This is an optimization exercise on Yosys and OpenROAD, whose aim is small area and a short achievable clock period, not a production implementation. Function was checked by simulation only, so behaviour that the tests miss may differ from the original. No activity file was given, so power comes from the tool's default toggle rates.

== run D ==
// bus_responder
module bus_responder #(
  parameter int RAM_WORDS  = 64,
  parameter int FIFO_DEPTH = 4,
  parameter int DATA_W     = 32
) (
  input  logic              CLK,
  input  logic              RST,
  input  logic [7:0]        addr,
  input  logic              rd,
  input  logic              wr,
  input  logic [DATA_W-1:0] wdata,
  output logic [DATA_W-1:0] rdata,
  output logic [DATA_W-1:0] out_data,
  output logic              out_valid,
  input  logic              out_ready
);
  localparam int AW = $clog2(RAM_WORDS);
  logic cyc_hit, stat_hit;
  assign cyc_hit  = (addr == bus_responder_pkg::ADDR_CYCLES);
  assign stat_hit = (addr == bus_responder_pkg::ADDR_STATUS);
  logic [DATA_W-1:0] ram [RAM_WORDS];
  logic [DATA_W-1:0] cycles;
  logic              overflow, collide;
  logic                  fifo_push;
  logic [FIFO_DEPTH-1:0] occ;
  logic                  fifo_full, fifo_empty;
  logic [4:0]            fifo_count;
  assign out_valid  = occ[0];
  ...
export LEC_CHECK = 0
export CAP_MARGIN = 20
export CORE_MARGIN = 2
export CORE_UTILIZATION = 45
export CTS_CLUSTER_DIAMETER = 100
export CTS_CLUSTER_SIZE = 30
export SETUP_SLACK_MARGIN = 1.9
export SLEW_MARGIN = 20
export SYNTH_HIERARCHICAL = 1
export SYNTH_MINIMUM_KEEP_SIZE = 0
export TNS_END_PERCENT = 100
create_clock -name core_clock -period 4.0 [get_ports {CLK}]
standard.sh (not shown) runs the stock make flow with config.mk's settings and CLKGATE_MAP_FILE= SYNTH_SCRIPT=/design/flow/synth_recipe.tcl, a recipe that flattens the netlist after the stock synthesis.
==> flow/flow/run.sh <==
#!/bin/bash
# The standard layout, with two changes to how it is made: the port buffers are plain
# buffers (buf_4) rather than the delay cells buffer_ports picks by default, and timing repair
# may swap a cell for one of another footprint (so it can still resize those buffers).
# make's full output goes to flow.log here; ORFS keeps each step's log under orfs/logs/.
set -euo pipefail
bash standard.sh MATCH_CELL_FOOTPRINT=0 "BUFFER_PORTS_ARGS=-buffer_cell sky130_fd_sc_hd__buf_4" finish > flow.log 2>&1
For run B, these inputs were changed with respect to run D:
- SLEW_MARGIN now 10, was 20
- CAP_MARGIN now 10, was 20
- CORE_UTILIZATION now 52, was 45
- CTS_CLUSTER_SIZE now 25, was 30
- Per the final summary, run B finished and its layout is clean on timing, DRC and antenna.
- Run D ended up with met5 as its uppermost layer routed; run B ended up with met4.
- Routed wire in run B totals less than in run D.
- Between run B and run D, post-route worst setup slack is higher for run B, run D comes in under that.
- Taking run D as the reference, in run B area occupied by multi-input gates saw a decrease, final net count saw an increase, first-iteration DRC count saw a decrease, total power of the final layout saw an increase, buffer share of cell area saw an increase.
- Max fmax across run B and run D: run B
- Count of antenna diodes in the layout, run B and run D, higher one = run B.


bus_responder again, from the RTL that the note above started with.
==> flow/config.mk <==
export PLATFORM = sky130hd
export DESIGN_NAME = bus_responder
export DESIGN_NICKNAME = bus_responder
export VERILOG_FILES = /design/flow/design.v
export SDC_FILE = /design/flow/constraint.sdc
export NUM_CORES = 4
export LEC_CHECK = 0
export CAP_MARGIN = 10
export CORE_MARGIN = 2
export CORE_UTILIZATION = 52
export CTS_CLUSTER_DIAMETER = 100
export CTS_CLUSTER_SIZE = 25
export SETUP_SLACK_MARGIN = 2.1
export SLEW_MARGIN = 10
export SYNTH_HIERARCHICAL = 1
export SYNTH_MINIMUM_KEEP_SIZE = 0
export TNS_END_PERCENT = 100
==> flow/constraint.sdc <==
create_clock -name core_clock -period 4.0 [get_ports {CLK}]
set_input_delay 0.8000 -clock core_clock [delete_from_list [all_inputs] [get_ports {CLK}]]
set_output_delay 0.8000 -clock core_clock [all_outputs]
set_load 0.01 [all_outputs]
Scripts as last shown in full above: flow/flow/run.sh
The starting point passed the timing, design-rule and antenna checks.
Rerun with:
==> flow/run.sh (new file) <==
#!/bin/bash
# synth_recipe.tcl (not shown) runs the flow's synth.tcl, then flattens the netlist and writes it again
# the make line also repeats each setting of config.mk as NAME=value (left out here)
make -C /OpenROAD-flow-scripts/flow DESIGN_CONFIG=/design/flow/config.mk WORK_HOME=/design/flow/orfs CLKGATE_MAP_FILE= SYNTH_SCRIPT=/design/flow/synth_recipe.tcl finish
- CAP_MARGIN: 10 -> 20
- CORE_UTILIZATION: 52 -> 45
- CTS_CLUSTER_SIZE: 25 -> 30
- SETUP_SLACK_MARGIN: 2.1 -> 1.9
- SLEW_MARGIN: 10 -> 20
removed: flow/flow/run.sh
removed: flow/standard.sh
Effect: Global-route usage drops by 3.5 points. Synthesized area does not change. Setup slack hardly moves. Wire length climbs by about 2.3%. Sequential cell count stays the same. Count of clock-buffer cells in the layout drops by 23. Clock power drops by about 7%. Sequential power stays flat. Maximum frequency hardly moves. Final cell count climbs by about 6%.

[separate check: timing with driven ports]
Ports are ideal in the flow. The routed layouts listed here were re-timed in OpenROAD. Step 1: set_driving_cell puts a clkbuf_16 on CLK and a buf_2 on each other input, an assumption about the parent block. Step 2 also shifts input and output timing later by t, the mid clock arrival at the registers, as if the neighbouring blocks saw the same clock. Three values: ideal ports, drivers, drivers and shift; two values: the first two.
run	t (ns)	setup WS [ns]	worst hold slack (ns)
run D	0.831	0.922 / 0.927 / 0.096	0.366 / 0.307 / 0.462
run B	0.842	1.284 / 1.310 / 0.468	0.306 / 0.266 / 0.462
the first run of note 2	0.855	1.218 / 1.255 / 0.400	0.280 / 0.240 / 0.463
the second run of note 2	0.816	1.221 / 1.233 / 0.418	0.393 / 0.333 / 0.432
After both steps every run listed still meets setup and hold. For run D, which loses most, drivers alone change the setup slack by +0.005 ns; drivers and shift together by -0.826 ns.
